This design comes from an exercise in tuning for small area and a short achievable clock period on the open sky130 flow, not from production work. RTL that was checked went through simulation tests only; none was proved equivalent to the original. The RTL of run 1 was laid out without a check of its function.

==> flow/design.v, too long to show whole: its modules and the start of the top module <==
// module audio_clk_enable: 45 lines
// module vco_ctrl_regs: 41 lines
// module natural_log: 306 lines
// module astable_555_vco: 559 lines
// module rc_lowpass: 44 lines
// module discrete_555_top: 53 lines
module discrete_555_top (
    input  wire         clk,
    input  wire         arst_n,
    input  wire         reg_wr,
    input  wire  [1:0]  reg_addr,
    input  wire  [15:0] reg_wdata,
    output logic [15:0] reg_rdata,
    output logic        audio_clk_en,
    output logic [15:0] vco_out,
    output logic [15:0] filt_out
);
  // ...
==> flow/run.sh <==
#!/bin/bash
# synth_recipe.tcl (not shown) runs the flow's synth.tcl, then flattens the netlist and writes it again
# the make line also repeats each setting of config.mk as NAME=value (left out here)
make -C /OpenROAD-flow-scripts/flow DESIGN_CONFIG=/design/flow/config.mk WORK_HOME=/design/flow/orfs CLKGATE_MAP_FILE= SYNTH_SCRIPT=/design/flow/synth_recipe.tcl finish
==> flow/config.mk <==
export PLATFORM = sky130hd
export DESIGN_NAME = discrete_555_top
export DESIGN_NICKNAME = discrete_555_top
export VERILOG_FILES = /design/flow/design.v
export SDC_FILE = /design/flow/constraint.sdc
export NUM_CORES = 4
export LEC_CHECK = 0
export CAP_MARGIN = 20
export CORE_MARGIN = 2
export CORE_UTILIZATION = 40
export SLEW_MARGIN = 20
==> flow/constraint.sdc <==
create_clock -name core_clock -period 48.0 [get_ports {clk}]
set_input_delay 9.6000 -clock core_clock [delete_from_list [all_inputs] [get_ports {clk}]]
set_output_delay 9.6000 -clock core_clock [all_outputs]
set_load 0.01 [all_outputs]
==> results.cfg, run 1 <==
[clock_tree]
clock_path_buffers = 3
ctsRootBufferMaster = clkbuf_16
cts_sinks = 261
clk_pin_slew_ns = 0.06

[worst_setup_path]
critPathBufInv = 8
crit_end = u_astable_555_vco.r_q2[12]
r2r_cells = 79
critPathMaxFanout = 20
crit_start = u_astable_555_vco.nd_q1[0]
critPathArrivalTime_ns = 29.18

[synth]
synth-simple-area-share_pct = 10.6
synthTopCellsByCount = fa_1, inv_1, nand2_1, dfxtp_1, nor2_1
synth_compound_gate_area_share_pct = 8.83

[detailed_routing]
via_per_inst = 5.08
first_pass_iters = 5
met1Wirelength_mm = 21.2

[finish]
diodes = 0
most-common-layout-cells = fa_1, inv_1, nand2_1, dfxtp_1, nor2_1

[min_path]
holdPathEnd = u_astable_555_vco.q_q3[11]

[global_route]
met2_usage_pct = 29.9
busiest_layer = met2

[timing]
finalHoldViolations = 0
relSlewSlack_pct = 29.8

[floorplan]
die_y_microns = 243

[outcome]
status = finished clean
==> module astable_555_vco, before the edit <==
module astable_555_vco (
    input  wire         clk,
    input  wire         arst_n,
    input  wire         audio_clk_en,
    input  wire         run,
    input  wire  [15:0] v_control,
    output logic        out_hi,      
    output logic [19:0] high_len     
);
    wire dsub_w0 = ~v_control[0] ^ 1'b1;
    wire dsub_w1 = ~v_control[0] & 1'b1;
    wire dsub_w2 = ~v_control[1] ^ 1'b1 ^ dsub_w1;
    wire dsub_w3 = (~v_control[1] & 1'b1) | (~v_control[1] & dsub_w1) | (1'b1 & dsub_w1);
    wire dsub_w4 = ~v_control[2] ^ dsub_w3;
    wire dsub_w5 = ~v_control[2] & dsub_w3;
    wire dsub_w6 = ~v_control[3] ^ dsub_w5;
    wire dsub_w7 = ~v_control[3] & dsub_w5;
    wire dsub_w8 = ~v_control[4] ^ dsub_w7;
    wire dsub_w9 = ~v_control[4] & dsub_w7;
    wire dsub_w10 = ~v_control[5] ^ dsub_w9;
    wire dsub_w11 = ~v_control[5] & dsub_w9;
    wire dsub_w12 = ~v_control[6] ^ dsub_w11;
    wire dsub_w13 = ~v_control[6] & dsub_w11;
    wire dsub_w14 = ~v_control[7] ^ dsub_w13;
    wire dsub_w15 = ~v_control[7] & dsub_w13;
    wire dsub_w16 = ~v_control[8] ^ dsub_w15;
    wire dsub_w17 = ~v_control[8] & dsub_w15;
    wire dsub_w18 = ~v_control[9] ^ dsub_w17;
    wire dsub_w19 = ~v_control[9] & dsub_w17;
    wire dsub_w20 = ~v_control[10] ^ dsub_w19;
    wire dsub_w21 = ~v_control[10] & dsub_w19;
    wire dsub_w22 = ~v_control[11] ^ dsub_w21;
    wire dsub_w23 = ~v_control[11] & dsub_w21;
    wire dsub_w24 = ~v_control[12] ^ dsub_w23;
    wire dsub_w25 = ~v_control[12] & dsub_w23;
    wire dsub_w26 = ~v_control[13] ^ dsub_w25;
    wire dsub_w27 = ~v_control[13] & dsub_w25;
    wire dsub_w28 = ~v_control[14] ^ dsub_w27;
    wire dsub_w29 = ~v_control[14] & dsub_w27;
    wire dsub_w30 = ~v_control[15] ^ 1'b1 ^ dsub_w29;
    wire dsub_w31 = (~v_control[15] & 1'b1) | (~v_control[15] & dsub_w29) | (1'b1 & dsub_w29);
    wire [15:0] d_raw = {dsub_w30, dsub_w28, dsub_w26, dsub_w24, dsub_w22, dsub_w20, dsub_w18, dsub_w16, dsub_w14, dsub_w12, dsub_w10, dsub_w8, dsub_w6, dsub_w4, dsub_w2, dsub_w0};
    wire v_clamp = v_control[15] | (&v_control[14:6] & ((|v_control[5:2]) | (v_control[1] & v_control[0])));
    wire [15:0] d0 = v_clamp ? 16'd64 : d_raw;
    wire [15:0] nd0 = ~d0;
    wire [6:0] t16 = 7'd64;
    wire [15:0] t16x = 16'(t16);
    wire [15:0] n16 = nd0;
    wire [16:0] c16;
    wire [15:0] s16;
    assign c16[0] = 1'b1;
    for (genvar j = 0; j < 16; j++) begin : g_row16
        assign s16[j] = t16x[j] ^ nd0[j] ^ c16[j];
        assign c16[j+1] = (t16x[j] & n16[j]) | (t16x[j] & c16[j]) | (n16[j] & c16[j]);
    end
    wire q16 = c16[16];
    wire [6:0] r16 = q16 ? s16[6:0] : t16[6:0];
    wire [7:0] t15 = {r16, 1'b0};
    wire [15:0] t15x = 16'(t15);
    wire [15:0] n15 = nd0;
    wire [16:0] c15;
    wire [15:0] s15;
    assign c15[0] = 1'b1;
    for (genvar j = 0; j < 16; j++) begin : g_row15
        assign s15[j] = t15x[j] ^ nd0[j] ^ c15[j];
        assign c15[j+1] = (t15x[j] & n15[j]) | (t15x[j] & c15[j]) | (n15[j] & c15[j]);
    end
    wire q15 = c15[16];
    wire [7:0] r15 = q15 ? s15[7:0] : t15[7:0];
    wire [8:0] t14 = {r15, 1'b0};
    wire [15:0] t14x = 16'(t14);
    wire [15:0] n14 = nd0;
    wire [16:0] c14;
    wire [15:0] s14;
    assign c14[0] = 1'b1;
    for (genvar j = 0; j < 16; j++) begin : g_row14
        assign s14[j] = t14x[j] ^ nd0[j] ^ c14[j];
        assign c14[j+1] = (t14x[j] & n14[j]) | (t14x[j] & c14[j]) | (n14[j] & c14[j]);
    end
    wire q14 = c14[16];
    wire [8:0] r14 = q14 ? s14[8:0] : t14[8:0];
    wire [9:0] t13 = {r14, 1'b0};
    wire [15:0] t13x = 16'(t13);
    wire [15:0] n13 = nd0;
    wire [16:0] c13;
    wire [15:0] s13;
    assign c13[0] = 1'b1;
    for (genvar j = 0; j < 16; j++) begin : g_row13
        assign s13[j] = t13x[j] ^ nd0[j] ^ c13[j];
        assign c13[j+1] = (t13x[j] & n13[j]) | (t13x[j] & c13[j]) | (n13[j] & c13[j]);
    end
    wire q13 = c13[16];
    wire [9:0] r13 = q13 ? s13[9:0] : t13[9:0];
    logic [15:0] nd_q1;
    logic [9:0] r_q1;
    logic [3:0] q_q1;
    always_ff @(posedge clk) begin
        nd_q1 <= nd0;
        r_q1  <= r13;
        q_q1  <= {q16, q15, q14, q13};
    end
    wire [10:0] t12 = {r_q1, 1'b0};
    wire [15:0] t12x = 16'(t12);
    wire [15:0] n12 = nd_q1;
    wire [16:0] c12;
    wire [15:0] s12;
    assign c12[0] = 1'b1;
    for (genvar j = 0; j < 16; j++) begin : g_row12
        assign s12[j] = t12x[j] ^ nd_q1[j] ^ c12[j];
        assign c12[j+1] = (t12x[j] & n12[j]) | (t12x[j] & c12[j]) | (n12[j] & c12[j]);
    end
    wire q12 = c12[16];
    wire [10:0] r12 = q12 ? s12[10:0] : t12[10:0];
    wire [11:0] t11 = {r12, 1'b0};
    wire [15:0] t11x = 16'(t11);
    wire [15:0] n11 = nd_q1;
    wire [16:0] c11;
    wire [15:0] s11;
    assign c11[0] = 1'b1;
    for (genvar j = 0; j < 16; j++) begin : g_row11
        assign s11[j] = t11x[j] ^ nd_q1[j] ^ c11[j];
        assign c11[j+1] = (t11x[j] & n11[j]) | (t11x[j] & c11[j]) | (n11[j] & c11[j]);
    end
    wire q11 = c11[16];
    wire [11:0] r11 = q11 ? s11[11:0] : t11[11:0];
    wire [12:0] t10 = {r11, 1'b0};
    wire [15:0] t10x = 16'(t10);
    wire [15:0] n10 = nd_q1;
    wire [16:0] c10;
    wire [15:0] s10;
    assign c10[0] = 1'b1;
    for (genvar j = 0; j < 16; j++) begin : g_row10
        assign s10[j] = t10x[j] ^ nd_q1[j] ^ c10[j];
        assign c10[j+1] = (t10x[j] & n10[j]) | (t10x[j] & c10[j]) | (n10[j] & c10[j]);
    end
    wire q10 = c10[16];
    wire [12:0] r10 = q10 ? s10[12:0] : t10[12:0];
    wire [13:0] t9 = {r10, 1'b0};
    wire [15:0] t9x = 16'(t9);
    wire [15:0] n9 = nd_q1;
    wire [16:0] c9;
    wire [15:0] s9;
    assign c9[0] = 1'b1;
    for (genvar j = 0; j < 16; j++) begin : g_row9
        assign s9[j] = t9x[j] ^ nd_q1[j] ^ c9[j];
        assign c9[j+1] = (t9x[j] & n9[j]) | (t9x[j] & c9[j]) | (n9[j] & c9[j]);
    end
    wire q9 = c9[16];
    wire [13:0] r9 = q9 ? s9[13:0] : t9[13:0];
    wire [14:0] t8 = {r9, 1'b1};
    wire [15:0] t8x = 16'(t8);
    wire [15:0] n8 = nd_q1;
    wire [16:0] c8;
    wire [15:0] s8;
    assign c8[0] = 1'b1;
    for (genvar j = 0; j < 16; j++) begin : g_row8
        assign s8[j] = t8x[j] ^ nd_q1[j] ^ c8[j];
        assign c8[j+1] = (t8x[j] & n8[j]) | (t8x[j] & c8[j]) | (n8[j] & c8[j]);
    end
    wire q8 = c8[16];
    wire [14:0] r8 = q8 ? s8[14:0] : t8[14:0];
    logic [15:0] nd_q2;
    logic [14:0] r_q2;
    logic [8:0] q_q2;
    always_ff @(posedge clk) begin
        nd_q2 <= nd_q1;
        r_q2  <= r8;
        q_q2  <= {q_q1[3], q_q1[2], q_q1[1], q_q1[0], q12, q11, q10, q9, q8};
    end
    wire [15:0] t7 = {r_q2, 1'b0};
    wire [15:0] t7x = 16'(t7);
    wire [15:0] n7 = nd_q2;
    wire [16:0] c7;
    wire [15:0] s7;
    assign c7[0] = 1'b1;
    for (genvar j = 0; j < 16; j++) begin : g_row7
        assign s7[j] = t7x[j] ^ nd_q2[j] ^ c7[j];
        assign c7[j+1] = (t7x[j] & n7[j]) | (t7x[j] & c7[j]) | (n7[j] & c7[j]);
    end
    wire q7 = c7[16];
    wire [15:0] r7 = q7 ? s7[15:0] : t7[15:0];
    wire [16:0] t6 = {r7, 1'b0};
    wire [16:0] t6x = 17'(t6);
    wire [16:0] n6 = {1'h1, nd_q2};
    wire [17:0] c6;
    wire [16:0] s6;
    assign c6[0] = 1'b1;
    for (genvar j = 0; j < 17; j++) begin : g_row6
        assign s6[j] = t6x[j] ^ nd_q2[j] ^ c6[j];
        assign c6[j+1] = (t6x[j] & n6[j]) | (t6x[j] & c6[j]) | (n6[j] & c6[j]);
    end
    wire q6 = c6[17];
    wire [15:0] r6 = q6 ? s6[15:0] : t6[15:0];
    wire [16:0] t5 = {r6, 1'b0};
    wire [16:0] t5x = 17'(t5);
    wire [16:0] n5 = {1'h1, nd_q2};
    wire [17:0] c5;
    wire [16:0] s5;
    assign c5[0] = 1'b1;
    for (genvar j = 0; j < 17; j++) begin : g_row5
        assign s5[j] = t5x[j] ^ nd_q2[j] ^ c5[j];
        assign c5[j+1] = (t5x[j] & n5[j]) | (t5x[j] & c5[j]) | (n5[j] & c5[j]);
    end
    wire q5 = c5[17];
    wire [15:0] r5 = q5 ? s5[15:0] : t5[15:0];
    wire [16:0] t4 = {r5, 1'b0};
    wire [16:0] t4x = 17'(t4);
    wire [16:0] n4 = {1'h1, nd_q2};
    wire [17:0] c4;
    wire [16:0] s4;
    assign c4[0] = 1'b1;
    for (genvar j = 0; j < 17; j++) begin : g_row4
        assign s4[j] = t4x[j] ^ nd_q2[j] ^ c4[j];
        assign c4[j+1] = (t4x[j] & n4[j]) | (t4x[j] & c4[j]) | (n4[j] & c4[j]);
    end
    wire q4 = c4[17];
    wire [15:0] r4 = q4 ? s4[15:0] : t4[15:0];
    logic [15:0] nd_q3;
    logic [15:0] r_q3;
    logic [12:0] q_q3;
    always_ff @(posedge clk) begin
        nd_q3 <= nd_q2;
        r_q3  <= r4;
        q_q3  <= {q_q2[8], q_q2[7], q_q2[6], q_q2[5], q_q2[4], q_q2[3], q_q2[2], q_q2[1], q_q2[0], q7, q6, q5, q4};
    end
    wire [16:0] t3 = {r_q3, 1'b0};
    wire [16:0] t3x = 17'(t3);
    wire [16:0] n3 = {1'h1, nd_q3};
    wire [17:0] c3;
    wire [16:0] s3;
    assign c3[0] = 1'b1;
    for (genvar j = 0; j < 17; j++) begin : g_row3
        assign s3[j] = t3x[j] ^ nd_q3[j] ^ c3[j];
        assign c3[j+1] = (t3x[j] & n3[j]) | (t3x[j] & c3[j]) | (n3[j] & c3[j]);
    end
    wire q3 = c3[17];
    wire [15:0] r3 = q3 ? s3[15:0] : t3[15:0];
    wire [16:0] t2 = {r3, 1'b0};
    wire [16:0] t2x = 17'(t2);
    wire [16:0] n2 = {1'h1, nd_q3};
    wire [17:0] c2;
    wire [16:0] s2;
    assign c2[0] = 1'b1;
    for (genvar j = 0; j < 17; j++) begin : g_row2
        assign s2[j] = t2x[j] ^ nd_q3[j] ^ c2[j];
        assign c2[j+1] = (t2x[j] & n2[j]) | (t2x[j] & c2[j]) | (n2[j] & c2[j]);
    end
    wire q2 = c2[17];
    wire [15:0] r2 = q2 ? s2[15:0] : t2[15:0];
    wire [16:0] t1 = {r2, 1'b0};
    wire [16:0] t1x = 17'(t1);
    wire [16:0] n1 = {1'h1, nd_q3};
    wire [17:0] c1;
    wire [16:0] s1;
    assign c1[0] = 1'b1;
    for (genvar j = 0; j < 17; j++) begin : g_row1
        assign s1[j] = t1x[j] ^ nd_q3[j] ^ c1[j];
        assign c1[j+1] = (t1x[j] & n1[j]) | (t1x[j] & c1[j]) | (n1[j] & c1[j]);
    end
    wire q1 = c1[17];
    wire [15:0] r1 = q1 ? s1[15:0] : t1[15:0];
    logic [15:0] nd_q4;
    logic [15:0] r_q4;
    logic [15:0] q_q4;
    always_ff @(posedge clk) begin
        nd_q4 <= nd_q3;
        r_q4  <= r1;
        q_q4  <= {q_q3[12], q_q3[11], q_q3[10], q_q3[9], q_q3[8], q_q3[7], q_q3[6], q_q3[5], q_q3[4], q_q3[3], q_q3[2], q_q3[1], q_q3[0], q3, q2, q1};
    end
    wire [16:0] t0 = {r_q4, 1'b0};
    wire [16:0] t0x = 17'(t0);
    wire [16:0] n0 = {1'h1, nd_q4};
    wire [17:0] c0;
    wire [16:0] s0;
    assign c0[0] = 1'b1;
    for (genvar j = 0; j < 17; j++) begin : g_row0
        assign s0[j] = t0x[j] ^ nd_q4[j] ^ c0[j];
        assign c0[j+1] = (t0x[j] & n0[j]) | (t0x[j] & c0[j]) | (n0[j] & c0[j]);
    end
    wire q0 = c0[17];
    wire [15:0] r0 = q0 ? s0[15:0] : t0[15:0];
    wire [16:0] q_all = {q_q4[15], q_q4[14], q_q4[13], q_q4[12], q_q4[11], q_q4[10], q_q4[9], q_q4[8], q_q4[7], q_q4[6], q_q4[5], q_q4[4], q_q4[3], q_q4[2], q_q4[1], q_q4[0], q0};
    wire lna_w0 = q_all[7] ^ 1'b1;
    wire lna_w1 = q_all[7] & 1'b1;
    wire lna_w2 = q_all[8] ^ lna_w1;
    wire lna_w3 = q_all[8] & lna_w1;
    wire lna_w4 = q_all[9] ^ lna_w3;
    wire lna_w5 = q_all[9] & lna_w3;
    wire lna_w6 = q_all[10] ^ lna_w5;
    wire lna_w7 = q_all[10] & lna_w5;
    wire lna_w8 = q_all[11] ^ lna_w7;
    wire lna_w9 = q_all[11] & lna_w7;
    wire lna_w10 = q_all[12] ^ lna_w9;
    wire lna_w11 = q_all[12] & lna_w9;
    wire lna_w12 = q_all[13] ^ lna_w11;
    wire lna_w13 = q_all[13] & lna_w11;
    wire lna_w14 = q_all[14] ^ lna_w13;
    wire lna_w15 = q_all[14] & lna_w13;
    wire lna_w16 = q_all[15] ^ lna_w15;
    wire lna_w17 = q_all[15] & lna_w15;
    wire lna_w18 = q_all[16] ^ lna_w17;
    wire lna_w19 = q_all[16] & lna_w17;
    wire [16:0] lnarg = {lna_w18, lna_w16, lna_w14, lna_w12, lna_w10, lna_w8, lna_w6, lna_w4, lna_w2, lna_w0, q_all[6], q_all[5], q_all[4], q_all[3], q_all[2], q_all[1], q_all[0]};   
    logic [3:0]  lead_e;
    logic [16:0] lead_norm;
    always_comb begin
        lead_e = 4'd0;
        for (int i = 9; i < 17; i++) begin
            if (lnarg[i]) lead_e = 4'(i - 8);
        end
        lead_norm = lnarg << (4'd8 - lead_e);
    end
    logic [3:0]  e_q;
    logic [11:0] m_q;
    assign e_q = lead_e;
    assign m_q = lead_norm[15:4];
    logic [10:0] ln_8;
    natural_log u_natural_log (
        .e             (e_q),
        .mant          (m_q),
        .out_8_shifted (ln_8)
    );
    logic [10:0] high_ln;    
    logic [19:0] cnt;
    logic        ph;
    wire hmul_w0 = high_ln[2] ^ ~high_ln[0] ^ 1'b1;
    wire hmul_w1 = (high_ln[2] & ~high_ln[0]) | (high_ln[2] & 1'b1) | (~high_ln[0] & 1'b1);
    wire hmul_w2 = high_ln[4] ^ ~high_ln[2] ^ ~high_ln[0];
    wire hmul_w3 = (high_ln[4] & ~high_ln[2]) | (high_ln[4] & ~high_ln[0]) | (~high_ln[2] & ~high_ln[0]);
    wire hmul_w4 = high_ln[5] ^ ~high_ln[3] ^ ~high_ln[1];
    wire hmul_w5 = (high_ln[5] & ~high_ln[3]) | (high_ln[5] & ~high_ln[1]) | (~high_ln[3] & ~high_ln[1]);
    wire hmul_w6 = high_ln[6] ^ ~high_ln[4] ^ ~high_ln[2];
    wire hmul_w7 = (high_ln[6] & ~high_ln[4]) | (high_ln[6] & ~high_ln[2]) | (~high_ln[4] & ~high_ln[2]);
    wire hmul_w8 = high_ln[7] ^ ~high_ln[5] ^ ~high_ln[3];
    wire hmul_w9 = (high_ln[7] & ~high_ln[5]) | (high_ln[7] & ~high_ln[3]) | (~high_ln[5] & ~high_ln[3]);
    wire hmul_w10 = high_ln[8] ^ ~high_ln[6] ^ ~high_ln[4];
    wire hmul_w11 = (high_ln[8] & ~high_ln[6]) | (high_ln[8] & ~high_ln[4]) | (~high_ln[6] & ~high_ln[4]);
    wire hmul_w12 = high_ln[9] ^ ~high_ln[7] ^ ~high_ln[5];
    wire hmul_w13 = (high_ln[9] & ~high_ln[7]) | (high_ln[9] & ~high_ln[5]) | (~high_ln[7] & ~high_ln[5]);
    wire hmul_w14 = high_ln[10] ^ ~high_ln[8] ^ ~high_ln[6];
    wire hmul_w15 = (high_ln[10] & ~high_ln[8]) | (high_ln[10] & ~high_ln[6]) | (~high_ln[8] & ~high_ln[6]);
    wire hmul_w16 = ~high_ln[9] ^ ~high_ln[7] ^ high_ln[3];
    wire hmul_w17 = (~high_ln[9] & ~high_ln[7]) | (~high_ln[9] & high_ln[3]) | (~high_ln[7] & high_ln[3]);
    wire hmul_w18 = ~high_ln[10] ^ ~high_ln[8] ^ high_ln[4];
    wire hmul_w19 = (~high_ln[10] & ~high_ln[8]) | (~high_ln[10] & high_ln[4]) | (~high_ln[8] & high_ln[4]);
    wire hmul_w20 = ~high_ln[9] ^ high_ln[5] ^ 1'b1;
    wire hmul_w21 = (~high_ln[9] & high_ln[5]) | (~high_ln[9] & 1'b1) | (high_ln[5] & 1'b1);
    wire hmul_w22 = ~high_ln[10] ^ high_ln[6] ^ 1'b1;
    wire hmul_w23 = (~high_ln[10] & high_ln[6]) | (~high_ln[10] & 1'b1) | (high_ln[6] & 1'b1);
    wire hmul_w24 = high_ln[8] ^ high_ln[1] ^ 1'b1;
    wire hmul_w25 = (high_ln[8] & high_ln[1]) | (high_ln[8] & 1'b1) | (high_ln[1] & 1'b1);
    wire hmul_w26 = high_ln[9] ^ high_ln[2] ^ ~high_ln[0];
    wire hmul_w27 = (high_ln[9] & high_ln[2]) | (high_ln[9] & ~high_ln[0]) | (high_ln[2] & ~high_ln[0]);
    wire hmul_w28 = high_ln[10] ^ high_ln[3] ^ ~high_ln[1];
    wire hmul_w29 = (high_ln[10] & high_ln[3]) | (high_ln[10] & ~high_ln[1]) | (high_ln[3] & ~high_ln[1]);
    wire hmul_w30 = high_ln[5] ^ ~high_ln[3] ^ ~high_ln[0];
    wire hmul_w31 = (high_ln[5] & ~high_ln[3]) | (high_ln[5] & ~high_ln[0]) | (~high_ln[3] & ~high_ln[0]);
    wire hmul_w32 = high_ln[6] ^ ~high_ln[4] ^ ~high_ln[1];
    wire hmul_w33 = (high_ln[6] & ~high_ln[4]) | (high_ln[6] & ~high_ln[1]) | (~high_ln[4] & ~high_ln[1]);
    wire hmul_w34 = high_ln[7] ^ ~high_ln[5] ^ ~high_ln[2];
    wire hmul_w35 = (high_ln[7] & ~high_ln[5]) | (high_ln[7] & ~high_ln[2]) | (~high_ln[5] & ~high_ln[2]);
    wire hmul_w36 = high_ln[8] ^ ~high_ln[6] ^ ~high_ln[3];
    wire hmul_w37 = (high_ln[8] & ~high_ln[6]) | (high_ln[8] & ~high_ln[3]) | (~high_ln[6] & ~high_ln[3]);
    wire hmul_w38 = high_ln[9] ^ ~high_ln[7] ^ ~high_ln[4];
    wire hmul_w39 = (high_ln[9] & ~high_ln[7]) | (high_ln[9] & ~high_ln[4]) | (~high_ln[7] & ~high_ln[4]);
    wire hmul_w40 = high_ln[10] ^ ~high_ln[8] ^ ~high_ln[5];
    wire hmul_w41 = (high_ln[10] & ~high_ln[8]) | (high_ln[10] & ~high_ln[5]) | (~high_ln[8] & ~high_ln[5]);
    wire hmul_w42 = ~high_ln[9] ^ ~high_ln[6] ^ high_ln[2];
    wire hmul_w43 = (~high_ln[9] & ~high_ln[6]) | (~high_ln[9] & high_ln[2]) | (~high_ln[6] & high_ln[2]);
    wire hmul_w44 = ~high_ln[10] ^ ~high_ln[7] ^ high_ln[3];
    wire hmul_w45 = (~high_ln[10] & ~high_ln[7]) | (~high_ln[10] & high_ln[3]) | (~high_ln[7] & high_ln[3]);
    wire hmul_w46 = ~high_ln[8] ^ high_ln[4] ^ 1'b1;
    wire hmul_w47 = (~high_ln[8] & high_ln[4]) | (~high_ln[8] & 1'b1) | (high_ln[4] & 1'b1);
    wire hmul_w48 = ~high_ln[9] ^ high_ln[5] ^ 1'b1;
    wire hmul_w49 = (~high_ln[9] & high_ln[5]) | (~high_ln[9] & 1'b1) | (high_ln[5] & 1'b1);
    wire hmul_w50 = ~high_ln[10] ^ high_ln[6] ^ 1'b1;
    wire hmul_w51 = (~high_ln[10] & high_ln[6]) | (~high_ln[10] & 1'b1) | (high_ln[6] & 1'b1);
    wire hmul_w52 = hmul_w1 ^ high_ln[3] ^ ~high_ln[1];
    wire hmul_w53 = (hmul_w1 & high_ln[3]) | (hmul_w1 & ~high_ln[1]) | (high_ln[3] & ~high_ln[1]);
    wire hmul_w54 = hmul_w9 ^ hmul_w10 ^ high_ln[0];
    wire hmul_w55 = (hmul_w9 & hmul_w10) | (hmul_w9 & high_ln[0]) | (hmul_w10 & high_ln[0]);
    wire hmul_w56 = hmul_w11 ^ hmul_w12 ^ high_ln[1];
    wire hmul_w57 = (hmul_w11 & hmul_w12) | (hmul_w11 & high_ln[1]) | (hmul_w12 & high_ln[1]);
    wire hmul_w58 = hmul_w13 ^ hmul_w14 ^ high_ln[2];
    wire hmul_w59 = (hmul_w13 & hmul_w14) | (hmul_w13 & high_ln[2]) | (hmul_w14 & high_ln[2]);
    wire hmul_w60 = hmul_w23 ^ high_ln[7] ^ high_ln[0];
    wire hmul_w61 = (hmul_w23 & high_ln[7]) | (hmul_w23 & high_ln[0]) | (high_ln[7] & high_ln[0]);
    wire hmul_w62 = hmul_w29 ^ high_ln[4] ^ ~high_ln[2];
    wire hmul_w63 = (hmul_w29 & high_ln[4]) | (hmul_w29 & ~high_ln[2]) | (high_ln[4] & ~high_ln[2]);
    wire hmul_w64 = hmul_w37 ^ hmul_w38 ^ high_ln[0];
    wire hmul_w65 = (hmul_w37 & hmul_w38) | (hmul_w37 & high_ln[0]) | (hmul_w38 & high_ln[0]);
    wire hmul_w66 = hmul_w39 ^ hmul_w40 ^ high_ln[1];
    wire hmul_w67 = (hmul_w39 & hmul_w40) | (hmul_w39 & high_ln[1]) | (hmul_w40 & high_ln[1]);
    wire hmul_w68 = hmul_w53 ^ hmul_w2 ^ 1'b1;
    wire hmul_w69 = (hmul_w53 & hmul_w2) | (hmul_w53 & 1'b1) | (hmul_w2 & 1'b1);
    wire hmul_w70 = hmul_w59 ^ hmul_w15 ^ hmul_w16;
    wire hmul_w71 = (hmul_w59 & hmul_w15) | (hmul_w59 & hmul_w16) | (hmul_w15 & hmul_w16);
    wire hmul_w72 = hmul_w63 ^ hmul_w30 ^ 1'b1;
    wire hmul_w73 = (hmul_w63 & hmul_w30) | (hmul_w63 & 1'b1) | (hmul_w30 & 1'b1);
    wire hmul_w74 = hmul_w67 ^ hmul_w41 ^ hmul_w42;
    wire hmul_w75 = (hmul_w67 & hmul_w41) | (hmul_w67 & hmul_w42) | (hmul_w41 & hmul_w42);
    wire hmul_w76 = hmul_w69 ^ hmul_w3 ^ hmul_w4;
    wire hmul_w77 = (hmul_w69 & hmul_w3) | (hmul_w69 & hmul_w4) | (hmul_w3 & hmul_w4);
    wire hmul_w78 = hmul_w71 ^ hmul_w17 ^ hmul_w18;
    wire hmul_w79 = (hmul_w71 & hmul_w17) | (hmul_w71 & hmul_w18) | (hmul_w17 & hmul_w18);
    wire hmul_w80 = hmul_w73 ^ hmul_w31 ^ hmul_w32;
    wire hmul_w81 = (hmul_w73 & hmul_w31) | (hmul_w73 & hmul_w32) | (hmul_w31 & hmul_w32);
    wire hmul_w82 = hmul_w75 ^ hmul_w43 ^ hmul_w44;
    wire hmul_w83 = (hmul_w75 & hmul_w43) | (hmul_w75 & hmul_w44) | (hmul_w43 & hmul_w44);
    wire hmul_w84 = hmul_w77 ^ hmul_w5 ^ hmul_w6;
    wire hmul_w85 = (hmul_w77 & hmul_w5) | (hmul_w77 & hmul_w6) | (hmul_w5 & hmul_w6);
    wire hmul_w86 = hmul_w79 ^ hmul_w19 ^ hmul_w20;
    wire hmul_w87 = (hmul_w79 & hmul_w19) | (hmul_w79 & hmul_w20) | (hmul_w19 & hmul_w20);
    wire hmul_w88 = hmul_w81 ^ hmul_w33 ^ hmul_w34;
    wire hmul_w89 = (hmul_w81 & hmul_w33) | (hmul_w81 & hmul_w34) | (hmul_w33 & hmul_w34);
    wire hmul_w90 = hmul_w83 ^ hmul_w45 ^ hmul_w46;
    wire hmul_w91 = (hmul_w83 & hmul_w45) | (hmul_w83 & hmul_w46) | (hmul_w45 & hmul_w46);
    wire hmul_w92 = hmul_w85 ^ hmul_w7 ^ hmul_w8;
    wire hmul_w93 = (hmul_w85 & hmul_w7) | (hmul_w85 & hmul_w8) | (hmul_w7 & hmul_w8);
    wire hmul_w94 = hmul_w87 ^ hmul_w21 ^ hmul_w22;
    wire hmul_w95 = (hmul_w87 & hmul_w21) | (hmul_w87 & hmul_w22) | (hmul_w21 & hmul_w22);
    wire hmul_w96 = hmul_w89 ^ hmul_w35 ^ hmul_w36;
    wire hmul_w97 = (hmul_w89 & hmul_w35) | (hmul_w89 & hmul_w36) | (hmul_w35 & hmul_w36);
    wire hmul_w98 = hmul_w91 ^ hmul_w47 ^ hmul_w48;
    wire hmul_w99 = (hmul_w91 & hmul_w47) | (hmul_w91 & hmul_w48) | (hmul_w47 & hmul_w48);
    wire hmul_w100 = hmul_w99 ^ hmul_w49 ^ hmul_w50;
    wire hmul_w101 = (hmul_w99 & hmul_w49) | (hmul_w99 & hmul_w50) | (hmul_w49 & hmul_w50);
    wire hmul_w102 = hmul_w101 ^ hmul_w51 ^ high_ln[7];
    wire hmul_w103 = (hmul_w101 & hmul_w51) | (hmul_w101 & high_ln[7]) | (hmul_w51 & high_ln[7]);
    wire hmul_w104 = hmul_w103 ^ high_ln[8] ^ 1'b1;
    wire hmul_w105 = (hmul_w103 & high_ln[8]) | (hmul_w103 & 1'b1) | (high_ln[8] & 1'b1);
    wire hmul_w106 = hmul_w105 ^ high_ln[9] ^ 1'b1;
    wire hmul_w107 = (hmul_w105 & high_ln[9]) | (hmul_w105 & 1'b1) | (high_ln[9] & 1'b1);
    wire hmul_w108 = hmul_w107 ^ high_ln[10] ^ 1'b1;
    wire hmul_w109 = hmul_w93 ^ hmul_w54;
    wire hmul_w110 = hmul_w93 & hmul_w54;
    wire hmul_w111 = hmul_w55 ^ hmul_w56 ^ hmul_w110;
    wire hmul_w112 = (hmul_w55 & hmul_w56) | (hmul_w55 & hmul_w110) | (hmul_w56 & hmul_w110);
    wire hmul_w113 = hmul_w57 ^ hmul_w58 ^ hmul_w112;
    wire hmul_w114 = (hmul_w57 & hmul_w58) | (hmul_w57 & hmul_w112) | (hmul_w58 & hmul_w112);
    wire hmul_w115 = hmul_w70 ^ hmul_w114;
    wire hmul_w116 = hmul_w70 & hmul_w114;
    wire hmul_w117 = hmul_w78 ^ hmul_w116;
    wire hmul_w118 = hmul_w78 & hmul_w116;
    wire hmul_w119 = hmul_w86 ^ hmul_w118;
    wire hmul_w120 = hmul_w86 & hmul_w118;
    wire hmul_w121 = hmul_w94 ^ hmul_w120;
    wire hmul_w122 = hmul_w94 & hmul_w120;
    wire hmul_w123 = hmul_w95 ^ hmul_w60 ^ hmul_w122;
    wire hmul_w124 = (hmul_w95 & hmul_w60) | (hmul_w95 & hmul_w122) | (hmul_w60 & hmul_w122);
    wire hmul_w125 = hmul_w61 ^ hmul_w24 ^ hmul_w124;
    wire hmul_w126 = (hmul_w61 & hmul_w24) | (hmul_w61 & hmul_w124) | (hmul_w24 & hmul_w124);
    wire hmul_w127 = hmul_w25 ^ hmul_w26 ^ hmul_w126;
    wire hmul_w128 = (hmul_w25 & hmul_w26) | (hmul_w25 & hmul_w126) | (hmul_w26 & hmul_w126);
    wire hmul_w129 = hmul_w27 ^ hmul_w28 ^ hmul_w128;
    wire hmul_w130 = (hmul_w27 & hmul_w28) | (hmul_w27 & hmul_w128) | (hmul_w28 & hmul_w128);
    wire hmul_w131 = hmul_w62 ^ hmul_w130;
    wire hmul_w132 = hmul_w62 & hmul_w130;
    wire hmul_w133 = hmul_w72 ^ hmul_w132;
    wire hmul_w134 = hmul_w72 & hmul_w132;
    wire hmul_w135 = hmul_w80 ^ hmul_w134;
    wire hmul_w136 = hmul_w80 & hmul_w134;
    wire hmul_w137 = hmul_w88 ^ hmul_w136;
    wire hmul_w138 = hmul_w88 & hmul_w136;
    wire hmul_w139 = hmul_w96 ^ hmul_w138;
    wire hmul_w140 = hmul_w96 & hmul_w138;
    wire hmul_w141 = hmul_w97 ^ hmul_w64 ^ hmul_w140;
    wire hmul_w142 = (hmul_w97 & hmul_w64) | (hmul_w97 & hmul_w140) | (hmul_w64 & hmul_w140);
    wire hmul_w143 = hmul_w65 ^ hmul_w66 ^ hmul_w142;
    wire hmul_w144 = (hmul_w65 & hmul_w66) | (hmul_w65 & hmul_w142) | (hmul_w66 & hmul_w142);
    wire hmul_w145 = hmul_w74 ^ hmul_w144;
    wire hmul_w146 = hmul_w74 & hmul_w144;
    wire hmul_w147 = hmul_w82 ^ hmul_w146;
    wire hmul_w148 = hmul_w82 & hmul_w146;
    wire hmul_w149 = hmul_w90 ^ hmul_w148;
    wire hmul_w150 = hmul_w90 & hmul_w148;
    wire hmul_w151 = hmul_w98 ^ hmul_w150;
    wire hmul_w152 = hmul_w98 & hmul_w150;
    wire hmul_w153 = hmul_w100 ^ hmul_w152;
    wire hmul_w154 = hmul_w100 & hmul_w152;
    wire hmul_w155 = hmul_w102 ^ hmul_w154;
    wire hmul_w156 = hmul_w102 & hmul_w154;
    wire hmul_w157 = hmul_w104 ^ hmul_w156;
    wire hmul_w158 = hmul_w104 & hmul_w156;
    wire hmul_w159 = hmul_w106 ^ hmul_w158;
    wire hmul_w160 = hmul_w106 & hmul_w158;
    wire hmul_w161 = hmul_w108 ^ hmul_w160;
    wire hmul_w162 = hmul_w108 & hmul_w160;
    assign high_len = {hmul_w161, hmul_w159, hmul_w157, hmul_w155, hmul_w153, hmul_w151, hmul_w149, hmul_w147, hmul_w145, hmul_w143, hmul_w141, hmul_w139, hmul_w137, hmul_w135, hmul_w133, hmul_w131, hmul_w129, hmul_w127, hmul_w125, hmul_w123};
    wire cinc_w0 = cnt[0] ^ 1'b1;
    wire cinc_w1 = cnt[0] & 1'b1;
    wire cinc_w2 = cnt[1] ^ cinc_w1;
    wire cinc_w3 = cnt[1] & cinc_w1;
    wire cinc_w4 = cnt[2] ^ cinc_w3;
    wire cinc_w5 = cnt[2] & cinc_w3;
    wire cinc_w6 = cnt[3] ^ cinc_w5;
    wire cinc_w7 = cnt[3] & cinc_w5;
    wire cinc_w8 = cnt[4] ^ cinc_w7;
    wire cinc_w9 = cnt[4] & cinc_w7;
    wire cinc_w10 = cnt[5] ^ cinc_w9;
    wire cinc_w11 = cnt[5] & cinc_w9;
    wire cinc_w12 = cnt[6] ^ cinc_w11;
    wire cinc_w13 = cnt[6] & cinc_w11;
    wire cinc_w14 = cnt[7] ^ cinc_w13;
    wire cinc_w15 = cnt[7] & cinc_w13;
    wire cinc_w16 = cnt[8] ^ cinc_w15;
    wire cinc_w17 = cnt[8] & cinc_w15;
    wire cinc_w18 = cnt[9] ^ cinc_w17;
    wire cinc_w19 = cnt[9] & cinc_w17;
    wire cinc_w20 = cnt[10] ^ cinc_w19;
    wire cinc_w21 = cnt[10] & cinc_w19;
    wire cinc_w22 = cnt[11] ^ cinc_w21;
    wire cinc_w23 = cnt[11] & cinc_w21;
    wire cinc_w24 = cnt[12] ^ cinc_w23;
    wire cinc_w25 = cnt[12] & cinc_w23;
    wire cinc_w26 = cnt[13] ^ cinc_w25;
    wire cinc_w27 = cnt[13] & cinc_w25;
    wire cinc_w28 = cnt[14] ^ cinc_w27;
    wire cinc_w29 = cnt[14] & cinc_w27;
    wire cinc_w30 = cnt[15] ^ cinc_w29;
    wire cinc_w31 = cnt[15] & cinc_w29;
    wire cinc_w32 = cnt[16] ^ cinc_w31;
    wire cinc_w33 = cnt[16] & cinc_w31;
    wire cinc_w34 = cnt[17] ^ cinc_w33;
    wire cinc_w35 = cnt[17] & cinc_w33;
    wire cinc_w36 = cnt[18] ^ cinc_w35;
    wire cinc_w37 = cnt[18] & cinc_w35;
    wire cinc_w38 = cnt[19] ^ cinc_w37;
    wire cinc_w39 = cnt[19] & cinc_w37;
    wire [19:0] cnt_inc = {cinc_w38, cinc_w36, cinc_w34, cinc_w32, cinc_w30, cinc_w28, cinc_w26, cinc_w24, cinc_w22, cinc_w20, cinc_w18, cinc_w16, cinc_w14, cinc_w12, cinc_w10, cinc_w8, cinc_w6, cinc_w4, cinc_w2, cinc_w0};
    wire hi_end = ph && (cnt == high_len);
    wire wrap   = !ph && (cnt == 20'd30881);
    wire reload = !run || wrap;
    always_ff @(posedge clk) begin
        if (reload || hi_end) begin
            cnt <= '0;
        end else begin
            cnt <= cnt_inc;
        end
        if (reload) begin
            ph <= 1'b1;
        end else if (hi_end) begin
            ph <= 1'b0;
        end
    end
    always_ff @(posedge clk or negedge arst_n) begin
        if (!arst_n) begin
            high_ln <= '0;
            out_hi  <= 1'b0;
        end else begin
            if (reload) begin
                high_ln <= ln_8;
            end
            if (audio_clk_en) begin
                out_hi <= run && ph && !(cnt == high_len);
            end
        end
    end
endmodule
==> run 2: changes to the inputs <==
--- a/flow/design.v
+++ b/flow/design.v
@@ -510,27 +510,27 @@
     end
     wire q13 = c13[16];
     wire [9:0] r13 = q13 ? s13[9:0] : t13[9:0];
-    logic [15:0] nd_q1;
-    logic [9:0] r_q1;
-    logic [3:0] q_q1;
-    always_ff @(posedge clk) begin
-        nd_q1 <= nd0;
-        r_q1  <= r13;
-        q_q1  <= {q16, q15, q14, q13};
-    end
-    wire [10:0] t12 = {r_q1, 1'b0};
+    wire [10:0] t12 = {r13, 1'b0};
     wire [15:0] t12x = 16'(t12);
-    wire [15:0] n12 = nd_q1;
+    wire [15:0] n12 = nd0;
     wire [16:0] c12;
     wire [15:0] s12;
     assign c12[0] = 1'b1;
     for (genvar j = 0; j < 16; j++) begin : g_row12
-        assign s12[j] = t12x[j] ^ nd_q1[j] ^ c12[j];
+        assign s12[j] = t12x[j] ^ nd0[j] ^ c12[j];
         assign c12[j+1] = (t12x[j] & n12[j]) | (t12x[j] & c12[j]) | (n12[j] & c12[j]);
     end
     wire q12 = c12[16];
     wire [10:0] r12 = q12 ? s12[10:0] : t12[10:0];
-    wire [11:0] t11 = {r12, 1'b0};
+    logic [15:0] nd_q1;
+    logic [10:0] r_q1;
+    logic [4:0] q_q1;
+    always_ff @(posedge clk) begin
+        nd_q1 <= nd0;
+        r_q1  <= r12;
+        q_q1  <= {q16, q15, q14, q13, q12};
+    end
+    wire [11:0] t11 = {r_q1, 1'b0};
     wire [15:0] t11x = 16'(t11);
     wire [15:0] n11 = nd_q1;
     wire [16:0] c11;
@@ -578,27 +578,27 @@
     end
     wire q8 = c8[16];
     wire [14:0] r8 = q8 ? s8[14:0] : t8[14:0];
-    logic [15:0] nd_q2;
-    logic [14:0] r_q2;
-    logic [8:0] q_q2;
-    always_ff @(posedge clk) begin
-        nd_q2 <= nd_q1;
-        r_q2  <= r8;
-        q_q2  <= {q_q1[3], q_q1[2], q_q1[1], q_q1[0], q12, q11, q10, q9, q8};
-    end
-    wire [15:0] t7 = {r_q2, 1'b0};
+    wire [15:0] t7 = {r8, 1'b0};
     wire [15:0] t7x = 16'(t7);
-    wire [15:0] n7 = nd_q2;
+    wire [15:0] n7 = nd_q1;
     wire [16:0] c7;
     wire [15:0] s7;
     assign c7[0] = 1'b1;
     for (genvar j = 0; j < 16; j++) begin : g_row7
-        assign s7[j] = t7x[j] ^ nd_q2[j] ^ c7[j];
+        assign s7[j] = t7x[j] ^ nd_q1[j] ^ c7[j];
         assign c7[j+1] = (t7x[j] & n7[j]) | (t7x[j] & c7[j]) | (n7[j] & c7[j]);
     end
     wire q7 = c7[16];
     wire [15:0] r7 = q7 ? s7[15:0] : t7[15:0];
-    wire [16:0] t6 = {r7, 1'b0};
+    logic [15:0] nd_q2;
+    logic [15:0] r_q2;
+    logic [9:0] q_q2;
+    always_ff @(posedge clk) begin
+        nd_q2 <= nd_q1;
+        r_q2  <= r7;
+        q_q2  <= {q_q1[4], q_q1[3], q_q1[2], q_q1[1], q_q1[0], q11, q10, q9, q8, q7};
+    end
+    wire [16:0] t6 = {r_q2, 1'b0};
     wire [16:0] t6x = 17'(t6);
     wire [16:0] n6 = {1'h1, nd_q2};
     wire [17:0] c6;
@@ -634,27 +634,27 @@
     end
     wire q4 = c4[17];
     wire [15:0] r4 = q4 ? s4[15:0] : t4[15:0];
-    logic [15:0] nd_q3;
-    logic [15:0] r_q3;
-    logic [12:0] q_q3;
-    always_ff @(posedge clk) begin
-        nd_q3 <= nd_q2;
-        r_q3  <= r4;
-        q_q3  <= {q_q2[8], q_q2[7], q_q2[6], q_q2[5], q_q2[4], q_q2[3], q_q2[2], q_q2[1], q_q2[0], q7, q6, q5, q4};
-    end
-    wire [16:0] t3 = {r_q3, 1'b0};
+    wire [16:0] t3 = {r4, 1'b0};
     wire [16:0] t3x = 17'(t3);
-    wire [16:0] n3 = {1'h1, nd_q3};
+    wire [16:0] n3 = {1'h1, nd_q2};
     wire [17:0] c3;
     wire [16:0] s3;
     assign c3[0] = 1'b1;
     for (genvar j = 0; j < 17; j++) begin : g_row3
-        assign s3[j] = t3x[j] ^ nd_q3[j] ^ c3[j];
+        assign s3[j] = t3x[j] ^ nd_q2[j] ^ c3[j];
         assign c3[j+1] = (t3x[j] & n3[j]) | (t3x[j] & c3[j]) | (n3[j] & c3[j]);
     end
     wire q3 = c3[17];
     wire [15:0] r3 = q3 ? s3[15:0] : t3[15:0];
-    wire [16:0] t2 = {r3, 1'b0};
+    logic [15:0] nd_q3;
+    logic [15:0] r_q3;
+    logic [13:0] q_q3;
+    always_ff @(posedge clk) begin
+        nd_q3 <= nd_q2;
+        r_q3  <= r3;
+        q_q3  <= {q_q2[9], q_q2[8], q_q2[7], q_q2[6], q_q2[5], q_q2[4], q_q2[3], q_q2[2], q_q2[1], q_q2[0], q6, q5, q4, q3};
+    end
+    wire [16:0] t2 = {r_q3, 1'b0};
     wire [16:0] t2x = 17'(t2);
     wire [16:0] n2 = {1'h1, nd_q3};
     wire [17:0] c2;
@@ -678,27 +678,19 @@
     end
     wire q1 = c1[17];
     wire [15:0] r1 = q1 ? s1[15:0] : t1[15:0];
-    logic [15:0] nd_q4;
-    logic [15:0] r_q4;
-    logic [15:0] q_q4;
-    always_ff @(posedge clk) begin
-        nd_q4 <= nd_q3;
-        r_q4  <= r1;
-        q_q4  <= {q_q3[12], q_q3[11], q_q3[10], q_q3[9], q_q3[8], q_q3[7], q_q3[6], q_q3[5], q_q3[4], q_q3[3], q_q3[2], q_q3[1], q_q3[0], q3, q2, q1};
-    end
-    wire [16:0] t0 = {r_q4, 1'b0};
+    wire [16:0] t0 = {r1, 1'b0};
     wire [16:0] t0x = 17'(t0);
-    wire [16:0] n0 = {1'h1, nd_q4};
+    wire [16:0] n0 = {1'h1, nd_q3};
     wire [17:0] c0;
     wire [16:0] s0;
     assign c0[0] = 1'b1;
     for (genvar j = 0; j < 17; j++) begin : g_row0
-        assign s0[j] = t0x[j] ^ nd_q4[j] ^ c0[j];
+        assign s0[j] = t0x[j] ^ nd_q3[j] ^ c0[j];
         assign c0[j+1] = (t0x[j] & n0[j]) | (t0x[j] & c0[j]) | (n0[j] & c0[j]);
     end
     wire q0 = c0[17];
     wire [15:0] r0 = q0 ? s0[15:0] : t0[15:0];
-    wire [16:0] q_all = {q_q4[15], q_q4[14], q_q4[13], q_q4[12], q_q4[11], q_q4[10], q_q4[9], q_q4[8], q_q4[7], q_q4[6], q_q4[5], q_q4[4], q_q4[3], q_q4[2], q_q4[1], q_q4[0], q0};
+    wire [16:0] q_all = {q_q3[13], q_q3[12], q_q3[11], q_q3[10], q_q3[9], q_q3[8], q_q3[7], q_q3[6], q_q3[5], q_q3[4], q_q3[3], q_q3[2], q_q3[1], q_q3[0], q2, q1, q0};
     wire lna_w0 = q_all[7] ^ 1'b1;
     wire lna_w1 = q_all[7] & 1'b1;
     wire lna_w2 = q_all[8] ^ lna_w1;
@@ -731,8 +723,10 @@
     end
     logic [3:0]  e_q;
     logic [11:0] m_q;
-    assign e_q = lead_e;
-    assign m_q = lead_norm[15:4];
+    always_ff @(posedge clk) begin
+        e_q <= lead_e;
+        m_q <= lead_norm[15:4];
+    end
     logic [10:0] ln_8;
     natural_log u_natural_log (
         .e             (e_q),
==> results.cfg, run 2 <==
[clock_tree]
numCtsBuffers = 31
hold_buffers = 0
htreeDepth = 1
clk_latency_ns = 0.57
cts_setup_buffers = 0
ctsRootBufferMaster = clkbuf_16
clock_path_buffers = 3
cts_resized = 0
cts_sinks = 265
clk_pin_slew_ns = 0.06
cts_tree = built

[worst_setup_path]
crit_slowest_cell = fa_1
regToRegEndpoint = u_astable_555_vco.r_q2[2]
critPathMaxStageDelay_ns = 0.77
path_class = reg -> reg
critPathArrivalTime_ns = 31.54
critPathRequiredTime_ns = 48.45
r2r-start = u_astable_555_vco.nd_q1[0]
rrSetupSlack_ns = 16.91
r2r_cells = 83
worstSetupStartpointType = flop
cp-end-kind = flop
crit_top_cell = fa_1
crit_start = u_astable_555_vco.nd_q1[0]
critPathMaxFanout = 22

[detailed_routing]
drt_iter0_markers = 663
vias = 14600
first_pass_iters = 5
wl_per_cell_microns = 15.8
drcViolationCount = 0
ant_nets = 0
routed_wl_mm = 46.1
via_per_inst = 4.98

[flow_run]
maxCapViolCount = 0

[synth]
synth_area_leader_cell = fa_1
synth_edf_count = 0
synth_warnings = 12
synthTopCellsByCount = fa_1, inv_1, nand2_1, dfxtp_1, mux2i_1
ys_seq_area_share_pct = 25.1
async_reset_ff_share_pct = 29.1
synthTopCellsByArea = fa_1, dfxtp_1, dfrtp_1
syn_inst = 2152
synth.distinct_cells = 74
synth.most_common_cell = fa_1
synth_area_per_cell_sq_um = 10.6
ys_ff_latch = 265
yosysTopAreaCellShare_pct = 31.7
synthFlopType = dfxtp_1
synth_area_sq_mm = 0.0227

[finish]
final_cells = 2929
nets = 2634
top_regs = u_rc_lowpass.state: 32 flops, u_astable_555_vco.cnt: 20 flops
regMostFlops = u_rc_lowpass.state
area_delta_synth_final_pct = 9.22
nFillCells = 5337
most-common-layout-cells = fa_1, inv_1, nand2_1, dfxtp_1, mux2i_1
diodes = 0
drive_gt1_share_pct = 8.33
largest_reg_flops = 32
layout_commonest_cell = fa_1
final_util_pct = 44.1

[global_route]
grt_pass1_wl_mm = 80.4
overflow = 0
grt_max_degree = 54
grt_pass1_vias = 15800
antenna_found_initial = 0
grt_use_total_pct = 16.5

[timing]
finalHoldViolations = 0
fin_crit_sh_pct = 64.8
rsz0062_at_grt = no
maxSlewViolCount = 0
finClkSkew_ns = 0.0242
fmax_ghz = 0.0322
fin_setup_tns_ns = 0
relSlewSlack_pct = 27.3
tightestPinTransition_ns = 1.09
fin_ws_ns = 16.91
setup_viol = 0
fin_crit_ns = 31.09

[placed_design]
dp_cells = 2872
hpwl_mm = 37.3
place_ws_ns = 16.77
place_congestion = 0.852
placement.io_buffers = 54

[floorplan]
ios = 70
rows = 87
start_util_pct = 40.4
fp.coreArea_sq_mm = 0.0563
fp.dieW_microns = 242
die-area_sq_mm = 0.0587
die_y_microns = 242

[outcome]
status = finished clean

[min_path]
hold_depth = 0
min_from = u_astable_555_vco.q_q1[1]
holdPathEnd = u_astable_555_vco.q_q2[6]
hp-class = reg -> reg
-- run 2: cells by family (layout without fill, tap and decap cells) --
logic type               after synthesis  after routing  synth area share (%)
XOR/XNOR                              31             31                  1.20
other                                  1             15                0.0165
buffers and inverters                435            442                  7.86
multiplexers                         214            214                  10.5
adder cells (fa/ha/maj)              471            471                  37.8
AND/OR/NAND/NOR                      506            506                  10.7
flip-flops                           265            265                  25.1
AO/OA/AOI/OAI                        229            229                  6.88
-- run 2: layout make-up --
| cell class | instances | area, sq um | area share, % |
|---|---|---|---|
| flip-flops and latches | 265 | 5700 | 23.0 |
| repair buffers | 67 | 636 | 2.56 |
| well taps | 756 | 946 | 3.81 |
| clock buffers | 45 | 890 | 3.59 |
| multi-input cells | 1466 | 15300 | 61.6 |
| inverters | 318 | 1190 | 4.81 |
| clock inverters | 12 | 153 | 0.615 |
-- run 2: worst max path at each step --
stage / endpoint / slack (ns) / cells after the start
final: u_astable_555_vco.r_q2[2] / 16.91 / 83
after global routing: u_astable_555_vco.r_q2[2] / 15.23 / 83
after CTS: u_astable_555_vco.r_q2[2] / 16.72 / 83
after detailed placement: u_astable_555_vco.r_q2[2] / 16.77 / 83
after global placement: u_astable_555_vco.r_q2[2] / 17.26 / 83
after floorplan: u_astable_555_vco.r_q2[10] / 18.08 / 85
-- run 2: critical path: cells and delay by family, from the launching register on --
kind          cells  cell delay (ns)
fa+ha+maj        64            26.66
simple gates     10             2.72
buf+inv           8             0.69
flops             1             0.45
mux               1             0.41
-- run 2: stage by stage --
| stage | area, sq um | hold slack [ns] |
|---|---|---|
| 4_1_cts | 24800 | 0.325 |
| 3_3_place_gp | 23800 | 0.310 |
| 2_1_floorplan | 22800 | 0.310 |
| 3_5_place_dp | 23800 | 0.312 |
| 5_1_grt | 24800 | 0.340 |
| 6_report | 24800 | 0.320 |
-- run 2: per-layer routing --
layer	up-vias	global-route usage, %	wire length (microns)
met3	57	1.47	1130
met2	201	29.4	23700
met5	-	0	0
met4	0	3.72	820
met1	7438	21.7	20500
li1	6900	-	-

-- static timing again, ports no longer ideal --
No port has a modelled driver above. Below, the same layouts with a new extraction and two added sets of constraints.
Step 1 sets driving cells, clkbuf_16 on the clock port and buf_2 on the other inputs (assumed; they add their load-dependent delay and slew).
Step 2, shift: input delay + t, output delay - t, t = (earliest + latest rising clock arrival at the registers) / 2. This alone moves slack from input paths to output paths.
a / b / c = ideal ports / drivers / drivers and shift; a / b = the first two.
run | shift t [ns] | slack for setup (ns) | hold slack, ns | slew at the worst register clock pin (ns) | cell pins on the clock port's net
run 1 | 0.617 | 19.286 / 19.286 / 19.286 | 0.325 / 0.325 / 0.325 | 0.07 / 0.07 | 1
run 2 | 0.619 | 16.912 / 16.912 / 16.912 | 0.320 / 0.320 / 0.320 | 0.07 / 0.07 | 1
After both steps every run listed still meets setup and hold.
